Source: an optimization exercise on an open RTL-to-GDS flow (aim: small area and a short achievable clock period). Production flows keep margins and buffers that such runs may drop.
Where RTL was checked, it was by simulation tests only, not by an equivalence proof against the original.
Power and IR drop assume default switching activity.

==> flow/design.v <==
module pulse_seq_multi #(
  parameter int unsigned NumCh     = 4,
  parameter int unsigned CntW      = 24,
  parameter int unsigned ScanSteps = 16
) (
  input  logic                          clk,
  input  logic                          rst,
  input  logic                          trig,
  input  logic                          scan_trig,
  input  logic                          cfg_we,
  input  logic [((NumCh > 1) ? $clog2(NumCh) : 1)-1:0] cfg_ch,
  input  logic [1:0]                    cfg_sel,
  input  logic [CntW-1:0]               cfg_data,
  output logic [NumCh-1:0]              pulse,
  output logic                          busy,
  output logic [$clog2(ScanSteps)-1:0]  scan_idx,
  output logic                          overrun
);
  localparam int unsigned ChW  = (NumCh > 1) ? $clog2(NumCh) : 1;
  localparam int unsigned IdxW = $clog2(ScanSteps);
  localparam logic [IdxW-1:0] LastIdx = IdxW'(ScanSteps - 1);
  logic [2:0]       trig_sync_q, scan_sync_q;
  logic             trig_edge_q, scan_edge_q;
  logic [NumCh-1:0] mask_q, act_q, pulse_q, first_q, act_d;
  logic             busy_q;
  logic [IdxW-1:0]  idx_q;
  logic             overrun_q, any_edge, shot, scan_shot, mask_wr, off_clr;
  logic [CntW-1:0]  wdata;
  function automatic logic [CntW-1:0] sat_add(input logic [CntW-1:0] a, input logic [CntW-1:0] b);
    logic [CntW-1:0] g, p, gn, pn;
    g = a & b;
    p = a ^ b;
    for (int s = 1; s < CntW; s = s * 2) begin
      gn = g;
      pn = p;
      for (int i = 0; i < CntW; i++) begin
        if ((i / s) % 2 == 1) begin
          gn[i] = g[i] | (p[i] & g[(i / s) * s - 1]);
          pn[i] = p[i] & p[(i / s) * s - 1];
        end
      end
      g = gn;
      p = pn;
    end
    sat_add = (a ^ b ^ {g[CntW-2:0], 1'b0}) | {CntW{g[CntW-1]}};
  endfunction
  assign busy      = busy_q;
  assign any_edge  = trig_edge_q | scan_edge_q;
  assign shot      = any_edge & ~busy_q;
  assign scan_shot = shot & scan_edge_q;
  assign mask_wr   = cfg_we & (cfg_sel == 2'd3);
  assign wdata     = cfg_data & {CntW{~rst}};
  assign off_clr   = rst | mask_wr | (scan_shot & (idx_q == LastIdx));
  always_ff @(posedge clk) begin
    if (rst) begin
      trig_sync_q <= '0;
      scan_sync_q <= '0;
      trig_edge_q <= 1'b0;
      scan_edge_q <= 1'b0;
      idx_q       <= '0;
      overrun_q   <= 1'b0;
    end else begin
      trig_sync_q <= {trig_sync_q[1:0], trig};
      scan_sync_q <= {scan_sync_q[1:0], scan_trig};
      trig_edge_q <= trig_sync_q[1] & ~trig_sync_q[2];
      scan_edge_q <= scan_sync_q[1] & ~scan_sync_q[2];
      if (mask_wr)        idx_q <= '0;
      else if (scan_shot) idx_q <= idx_q + IdxW'(1);
      if (any_edge && busy) overrun_q <= 1'b1;
      else if (mask_wr)     overrun_q <= 1'b0;
    end
  end
  always_ff @(posedge clk) begin
    if (rst || mask_wr) mask_q <= wdata[NumCh-1:0];
  end
  for (genvar c = 0; c < NumCh; c++) begin : g_ch
    logic [CntW-1:0] delay_q, width_q, step_q, offset_q, cnt_q, wlat_q, eff_w;
    logic            ch_wr, dnz, ewnz, wlnz, last;
    assign ch_wr = cfg_we & (cfg_ch == ChW'(c));
    assign eff_w = scan_edge_q ? sat_add(width_q, offset_q) : width_q;
    assign ewnz  = (width_q != '0) | (scan_edge_q & (offset_q != '0));
    assign dnz   = delay_q != '0;
    assign wlnz  = wlat_q != '0;
    always_ff @(posedge clk) begin
      if (rst || (ch_wr && cfg_sel == 2'd0)) delay_q <= wdata;
      if (rst || (ch_wr && cfg_sel == 2'd1)) width_q <= wdata;
      if (rst || (ch_wr && cfg_sel == 2'd2)) step_q  <= wdata;
      if (off_clr)        offset_q <= '0;
      else if (scan_shot) offset_q <= sat_add(offset_q, step_q);
    end
    logic [CntW-1:0] m;
    logic            start;
    assign m     = first_q[c] ? wlat_q : cnt_q;
    assign last  = m == CntW'(1);
    assign start = shot & mask_q[c] & (dnz | ewnz);
    always_ff @(posedge clk) begin
      if (!act_q[c]) begin
        wlat_q <= eff_w;
        cnt_q  <= delay_q;
      end else begin
        cnt_q  <= m - CntW'(1);
      end
    end
    always_comb begin
      if (rst)              act_d[c] = 1'b0;
      else if (!act_q[c])   act_d[c] = start;
      else                  act_d[c] = ~(last & (pulse_q[c] | ~wlnz));
    end
    always_ff @(posedge clk) begin
      act_q[c]   <= act_d[c];
      first_q[c] <= act_q[c] ? (~pulse_q[c] & last & wlnz) : ~dnz;
      if (rst) begin
        pulse_q[c] <= 1'b0;
      end else if (!act_q[c]) begin
        if (start) pulse_q[c] <= ~dnz;
      end else if (last) begin
        pulse_q[c] <= ~pulse_q[c] & wlnz;
      end
    end
  end
  always_ff @(posedge clk) busy_q <= |act_d;
  assign pulse    = pulse_q;
  assign scan_idx = idx_q;
  assign overrun  = overrun_q;
endmodule
Settings: LEC_CHECK=0, CAP_MARGIN=20, CORE_MARGIN=2, CORE_UTILIZATION=40, SETUP_SLACK_MARGIN=2.0, SLEW_MARGIN=20; clock period 5.5 ns.
run.sh (not shown) runs the stock make flow with config.mk's settings and CLKGATE_MAP_FILE= SYNTH_SCRIPT=/design/flow/synth_recipe.tcl, a recipe that flattens the netlist after the stock synthesis.
Rerun with:
--- a/flow/design.v
+++ b/flow/design.v
@@ -26,7 +26,7 @@
   logic [IdxW-1:0]  idx_q;
   logic             overrun_q, any_edge, shot, scan_shot, mask_wr, off_clr;
   logic [CntW-1:0]  wdata;
-  function automatic logic [CntW-1:0] sat_add(input logic [CntW-1:0] a, input logic [CntW-1:0] b);
+  function automatic logic [CntW:0] add_c(input logic [CntW-1:0] a, input logic [CntW-1:0] b);
     logic [CntW-1:0] g, p, gn, pn;
     g = a & b;
     p = a ^ b;
@@ -42,7 +42,19 @@
       g = gn;
       p = pn;
     end
-    sat_add = (a ^ b ^ {g[CntW-2:0], 1'b0}) | {CntW{g[CntW-1]}};
+    add_c = {g[CntW-1], a ^ b ^ {g[CntW-2:0], 1'b0}};
+  endfunction
+  function automatic logic [CntW-1:0] dec1(input logic [CntW-1:0] a);
+    logic [CntW-1:0] o, on;
+    o = a;
+    for (int s = 1; s < CntW; s = s * 2) begin
+      on = o;
+      for (int i = 0; i < CntW; i++) begin
+        if ((i / s) % 2 == 1) on[i] = o[i] | o[(i / s) * s - 1];
+      end
+      o = on;
+    end
+    dec1 = a ^ ~{o[CntW-2:0], 1'b0};
   endfunction
   assign busy      = busy_q;
   assign any_edge  = trig_edge_q | scan_edge_q;
@@ -74,31 +86,41 @@
     if (rst || mask_wr) mask_q <= wdata[NumCh-1:0];
   end
   for (genvar c = 0; c < NumCh; c++) begin : g_ch
-    logic [CntW-1:0] delay_q, width_q, step_q, offset_q, cnt_q, wlat_q, eff_w;
-    logic            ch_wr, dnz, ewnz, wlnz, last;
-    assign ch_wr = cfg_we & (cfg_ch == ChW'(c));
-    assign eff_w = scan_edge_q ? sat_add(width_q, offset_q) : width_q;
-    assign ewnz  = (width_q != '0) | (scan_edge_q & (offset_q != '0));
-    assign dnz   = delay_q != '0;
-    assign wlnz  = wlat_q != '0;
+    logic [CntW-1:0] delay_q, width_q, step_q, offset_q, cnt_q, wlat_q, eff_w, wlat_full, m;
+    logic [CntW:0]   sum_w, sum_o;
+    logic            osat_q, wsat_q, eff_sat;
+    logic            ch_wr, dnz, ewnz, wlnz, last, start;
+    assign ch_wr   = cfg_we & (cfg_ch == ChW'(c));
+    assign sum_w   = add_c(width_q, offset_q);
+    assign sum_o   = add_c(offset_q, step_q);
+    assign eff_w   = scan_edge_q ? sum_w[CntW-1:0] : width_q;
+    assign eff_sat = scan_edge_q & (sum_w[CntW] | osat_q);
+    assign ewnz    = (width_q != '0) | (scan_edge_q & ((offset_q != '0) | osat_q));
+    assign dnz     = delay_q != '0;
+    assign wlnz    = (wlat_q != '0) | wsat_q;
     always_ff @(posedge clk) begin
       if (rst || (ch_wr && cfg_sel == 2'd0)) delay_q <= wdata;
       if (rst || (ch_wr && cfg_sel == 2'd1)) width_q <= wdata;
       if (rst || (ch_wr && cfg_sel == 2'd2)) step_q  <= wdata;
-      if (off_clr)        offset_q <= '0;
-      else if (scan_shot) offset_q <= sat_add(offset_q, step_q);
+      if (off_clr) begin
+        offset_q <= '0;
+        osat_q   <= 1'b0;
+      end else if (scan_shot) begin
+        offset_q <= sum_o[CntW-1:0];
+        osat_q   <= osat_q | sum_o[CntW];
+      end
     end
-    logic [CntW-1:0] m;
-    logic            start;
-    assign m     = first_q[c] ? wlat_q : cnt_q;
-    assign last  = m == CntW'(1);
-    assign start = shot & mask_q[c] & (dnz | ewnz);
+    assign wlat_full = wlat_q | {CntW{wsat_q}};
+    assign m         = first_q[c] ? wlat_full : cnt_q;
+    assign last      = m == CntW'(1);
+    assign start     = shot & mask_q[c] & (dnz | ewnz);
     always_ff @(posedge clk) begin
       if (!act_q[c]) begin
         wlat_q <= eff_w;
+        wsat_q <= eff_sat;
         cnt_q  <= delay_q;
       end else begin
-        cnt_q  <= m - CntW'(1);
+        cnt_q  <= dec1(m);
       end
     end
     always_comb begin
The changed run passed the timing, DRC and antenna checks.
Routed wire length rose by 3.9%.
Clock power goes up by 7.0%.
Non-clock buffer count is lower by 1.
Total power goes up by 2.1%.
Flip-flop and latch count climbs by 8.
Via count shrinks by 1.1%.
Register-to-register slack is better by 0.03 ns.
No functional check of the RTL was part of the first run of this note.

## old
Another version of the RTL of pulse_seq_multi (not shown whole).
Size in the first run: ~2800 cells after synthesis, about 610 flip-flops, roughly 43 I/O pins.
==> module pulse_seq_multi, before the edit <==
module pulse_seq_multi #(
  parameter int unsigned NumCh     = 4,
  parameter int unsigned CntW      = 24,
  parameter int unsigned ScanSteps = 16
) (
  input  logic                          clk,
  input  logic                          rst,
  input  logic                          trig,
  input  logic                          scan_trig,
  input  logic                          cfg_we,
  input  logic [((NumCh > 1) ? $clog2(NumCh) : 1)-1:0] cfg_ch,
  input  logic [1:0]                    cfg_sel,
  input  logic [CntW-1:0]               cfg_data,
  output logic [NumCh-1:0]              pulse,
  output logic                          busy,
  output logic [$clog2(ScanSteps)-1:0]  scan_idx,
  output logic                          overrun
);
  localparam int unsigned ChW  = (NumCh > 1) ? $clog2(NumCh) : 1;
  localparam int unsigned IdxW = $clog2(ScanSteps);
  localparam logic [IdxW-1:0] LastIdx = IdxW'(ScanSteps - 1);
  logic [2:0]       trig_sync_q, scan_sync_q;
  logic             trig_edge_q, scan_edge_q;
  logic [NumCh-1:0] mask_q, act_q, pulse_q, first_q, act_d;
  logic             busy_q;
  logic [IdxW-1:0]  idx_q;
  logic             overrun_q, any_edge, shot, scan_shot, mask_wr, off_clr;
  logic [CntW-1:0]  wdata;
  function automatic logic [CntW:0] add_c(input logic [CntW-1:0] a, input logic [CntW-1:0] b);
    logic [CntW-1:0] g, p, gn, pn;
    g = a & b;
    p = a ^ b;
    for (int s = 1; s < CntW; s = s * 2) begin
      gn = g;
      pn = p;
      for (int i = 0; i < CntW; i++) begin
        if ((i / s) % 2 == 1) begin
          gn[i] = g[i] | (p[i] & g[(i / s) * s - 1]);
          pn[i] = p[i] & p[(i / s) * s - 1];
        end
      end
      g = gn;
      p = pn;
    end
    add_c = {g[CntW-1], a ^ b ^ {g[CntW-2:0], 1'b0}};
  endfunction
  function automatic logic [CntW-1:0] dec1(input logic [CntW-1:0] a);
    logic [CntW-1:0] o, on;
    o = a;
    for (int s = 1; s < CntW; s = s * 2) begin
      on = o;
      for (int i = 0; i < CntW; i++) begin
        if ((i / s) % 2 == 1) on[i] = o[i] | o[(i / s) * s - 1];
      end
      o = on;
    end
    dec1 = a ^ ~{o[CntW-2:0], 1'b0};
  endfunction
  assign busy      = busy_q;
  assign any_edge  = trig_edge_q | scan_edge_q;
  assign shot      = any_edge & ~busy_q;
  assign scan_shot = shot & scan_edge_q;
  assign mask_wr   = cfg_we & (cfg_sel == 2'd3);
  assign wdata     = cfg_data & {CntW{~rst}};
  assign off_clr   = rst | mask_wr | (scan_shot & (idx_q == LastIdx));
  always_ff @(posedge clk) begin
    if (rst) begin
      trig_sync_q <= '0;
      scan_sync_q <= '0;
      trig_edge_q <= 1'b0;
      scan_edge_q <= 1'b0;
      idx_q       <= '0;
      overrun_q   <= 1'b0;
    end else begin
      trig_sync_q <= {trig_sync_q[1:0], trig};
      scan_sync_q <= {scan_sync_q[1:0], scan_trig};
      trig_edge_q <= trig_sync_q[1] & ~trig_sync_q[2];
      scan_edge_q <= scan_sync_q[1] & ~scan_sync_q[2];
      if (mask_wr)        idx_q <= '0;
      else if (scan_shot) idx_q <= idx_q + IdxW'(1);
      if (any_edge && busy) overrun_q <= 1'b1;
      else if (mask_wr)     overrun_q <= 1'b0;
    end
  end
  always_ff @(posedge clk) begin
    if (rst || mask_wr) mask_q <= wdata[NumCh-1:0];
  end
  for (genvar c = 0; c < NumCh; c++) begin : g_ch
    logic [CntW-1:0] delay_q, width_q, step_q, offset_q, cnt_q, wlat_q, eff_w, wlat_full, m;
    logic [CntW:0]   sum_w, sum_o;
    logic            osat_q, wsat_q, eff_sat;
    logic            ch_wr, dnz, ewnz, wlnz, last, start;
    assign ch_wr   = cfg_we & (cfg_ch == ChW'(c));
    assign sum_w   = add_c(width_q, offset_q & {CntW{scan_edge_q}});
    assign sum_o   = add_c(offset_q, step_q);
    assign eff_w   = sum_w[CntW-1:0];
    assign eff_sat = sum_w[CntW] | (scan_edge_q & osat_q);
    assign ewnz    = (width_q != '0) | (scan_edge_q & ((offset_q != '0) | osat_q));
    assign dnz     = delay_q != '0;
    assign wlnz    = (wlat_q != '0) | wsat_q;
    always_ff @(posedge clk) begin
      if (rst || (ch_wr && cfg_sel == 2'd0)) delay_q <= wdata;
      if (rst || (ch_wr && cfg_sel == 2'd1)) width_q <= wdata;
      if (rst || (ch_wr && cfg_sel == 2'd2)) step_q  <= wdata;
      if (off_clr) begin
        offset_q <= '0;
        osat_q   <= 1'b0;
      end else if (scan_shot) begin
        offset_q <= sum_o[CntW-1:0];
        osat_q   <= osat_q | sum_o[CntW];
      end
    end
    assign wlat_full = wlat_q | {CntW{wsat_q}};
    assign m         = first_q[c] ? wlat_full : cnt_q;
    assign last      = m == CntW'(1);
    assign start     = shot & mask_q[c] & (dnz | ewnz);
    always_ff @(posedge clk) begin
      if (!act_q[c]) begin
        wlat_q <= eff_w;
        wsat_q <= eff_sat;
        cnt_q  <= delay_q;
      end else begin
        cnt_q  <= dec1(m);
      end
    end
    always_comb begin
      if (rst)              act_d[c] = 1'b0;
      else if (!act_q[c])   act_d[c] = start;
      else                  act_d[c] = ~(last & (pulse_q[c] | ~wlnz));
    end
    always_ff @(posedge clk) begin
      act_q[c]   <= act_d[c];
      first_q[c] <= act_q[c] ? (~pulse_q[c] & last & wlnz) : ~dnz;
      if (rst) begin
        pulse_q[c] <= 1'b0;
      end else if (!act_q[c]) begin
        if (start) pulse_q[c] <= ~dnz;
      end else if (last) begin
        pulse_q[c] <= ~pulse_q[c] & wlnz;
      end
    end
  end
  always_ff @(posedge clk) busy_q <= |act_d;
  assign pulse    = pulse_q;
  assign scan_idx = idx_q;
  assign overrun  = overrun_q;
endmodule
export LEC_CHECK = 0
export CAP_MARGIN = 20
export CORE_MARGIN = 2
export CORE_UTILIZATION = 40
export SETUP_SLACK_MARGIN = 2.5
export SLEW_MARGIN = 20
create_clock -name core_clock -period 5.5 [get_ports {clk}]
### old -> new
diff --git a/flow/design.v b/flow/design.v
--- a/flow/design.v
+++ b/flow/design.v
@@ -25,9 +25,9 @@
   logic             busy_q;
   logic [IdxW-1:0]  idx_q;
   logic             overrun_q, any_edge, shot, scan_shot, mask_wr, off_clr;
   logic [CntW-1:0]  wdata;
-  function automatic logic [CntW:0] add_c(input logic [CntW-1:0] a, input logic [CntW-1:0] b);
+  function automatic logic [CntW-1:0] sat_add(input logic [CntW-1:0] a, input logic [CntW-1:0] b);
     logic [CntW-1:0] g, p, gn, pn;
     g = a & b;
     p = a ^ b;
     for (int s = 1; s < CntW; s = s * 2) begin
@@ -41,9 +41,9 @@
       end
       g = gn;
       p = pn;
     end
-    add_c = {g[CntW-1], a ^ b ^ {g[CntW-2:0], 1'b0}};
+    sat_add = (a ^ b ^ {g[CntW-2:0], 1'b0}) | {CntW{g[CntW-1]}};
   endfunction
   function automatic logic [CntW-1:0] dec1(input logic [CntW-1:0] a);
     logic [CntW-1:0] o, on;
     o = a;
@@ -85,40 +85,30 @@
   always_ff @(posedge clk) begin
     if (rst || mask_wr) mask_q <= wdata[NumCh-1:0];
   end
   for (genvar c = 0; c < NumCh; c++) begin : g_ch
-    logic [CntW-1:0] delay_q, width_q, step_q, offset_q, cnt_q, wlat_q, eff_w, wlat_full, m;
-    logic [CntW:0]   sum_w, sum_o;
-    logic            osat_q, wsat_q, eff_sat;
-    logic            ch_wr, dnz, ewnz, wlnz, last, start;
-    assign ch_wr   = cfg_we & (cfg_ch == ChW'(c));
-    assign sum_w   = add_c(width_q, offset_q & {CntW{scan_edge_q}});
-    assign sum_o   = add_c(offset_q, step_q);
-    assign eff_w   = sum_w[CntW-1:0];
-    assign eff_sat = sum_w[CntW] | (scan_edge_q & osat_q);
-    assign ewnz    = (width_q != '0) | (scan_edge_q & ((offset_q != '0) | osat_q));
-    assign dnz     = delay_q != '0;
-    assign wlnz    = (wlat_q != '0) | wsat_q;
+    logic [CntW-1:0] delay_q, width_q, step_q, offset_q, cnt_q, wlat_q, eff_w;
+    logic            ch_wr, dnz, ewnz, wlnz, last;
+    assign ch_wr = cfg_we & (cfg_ch == ChW'(c));
+    assign eff_w = scan_edge_q ? sat_add(width_q, offset_q) : width_q;
+    assign ewnz  = (width_q != '0) | (scan_edge_q & (offset_q != '0));
+    assign dnz   = delay_q != '0;
+    assign wlnz  = wlat_q != '0;
     always_ff @(posedge clk) begin
       if (rst || (ch_wr && cfg_sel == 2'd0)) delay_q <= wdata;
       if (rst || (ch_wr && cfg_sel == 2'd1)) width_q <= wdata;
       if (rst || (ch_wr && cfg_sel == 2'd2)) step_q  <= wdata;
-      if (off_clr) begin
-        offset_q <= '0;
-        osat_q   <= 1'b0;
-      end else if (scan_shot) begin
-        offset_q <= sum_o[CntW-1:0];
-        osat_q   <= osat_q | sum_o[CntW];
-      end
+      if (off_clr)        offset_q <= '0;
+      else if (scan_shot) offset_q <= sat_add(offset_q, step_q);
     end
-    assign wlat_full = wlat_q | {CntW{wsat_q}};
-    assign m         = first_q[c] ? wlat_full : cnt_q;
-    assign last      = m == CntW'(1);
-    assign start     = shot & mask_q[c] & (dnz | ewnz);
+    logic [CntW-1:0] m;
+    logic            start;
+    assign m     = first_q[c] ? wlat_q : cnt_q;
+    assign last  = m == CntW'(1);
+    assign start = shot & mask_q[c] & (dnz | ewnz);
     always_ff @(posedge clk) begin
       if (!act_q[c]) begin
         wlat_q <= eff_w;
-        wsat_q <= eff_sat;
         cnt_q  <= delay_q;
       end else begin
         cnt_q  <= dec1(m);
       end
==> comparison <==
- Of new and old, it is new that has the lower global router's overall resource usage.
- Changes observed in new relative to old: total chip power went up, fraction of the mapped netlist area in compound gates went up, final standard cell count with taps included and fillers excluded went down.
- In the flow results for old and new, the sequential share of layout area is smaller on new.
Function was not checked in any run of this note: the RTL went through the layout flow alone.

separate check: timing with driven ports:
Ports are ideal in the flow. The routed layouts listed here were re-timed in OpenROAD. Step 1 sets driving cells, clkbuf_16 on the clock port and buf_2 on the other inputs (assumed; they add their load-dependent delay and slew). Step 2 adds t to the input delays and takes it off the output delays; t is the mean of the earliest and latest rising clock arrival at the registers after step 1. Input paths then give back, and output paths get back, about the clock's delay inside the block. Three values: ideal, step 1, step 2; two values: the first two.
| run | t (ns) | setup slack, ns | worst register clock-pin slew, ns |
|---|---|---|---|
| the first run of note 1 | 0.653 | 2.154 / 2.154 / 2.017 | 0.07 / 0.07 |
| the second run of note 1 | 0.649 | 2.186 / 2.186 / 1.722 | 0.06 / 0.06 |
| old | 0.653 | 2.371 / 2.371 / 1.998 | 0.06 / 0.06 |
| new | 0.665 | 2.427 / 2.427 / 2.036 | 0.06 / 0.06 |
After both steps setup and hold are still met in every run listed. The setup slack of the second run of note 1, which loses most, moves by 0.000 ns with the drivers and by -0.464 ns with both steps.
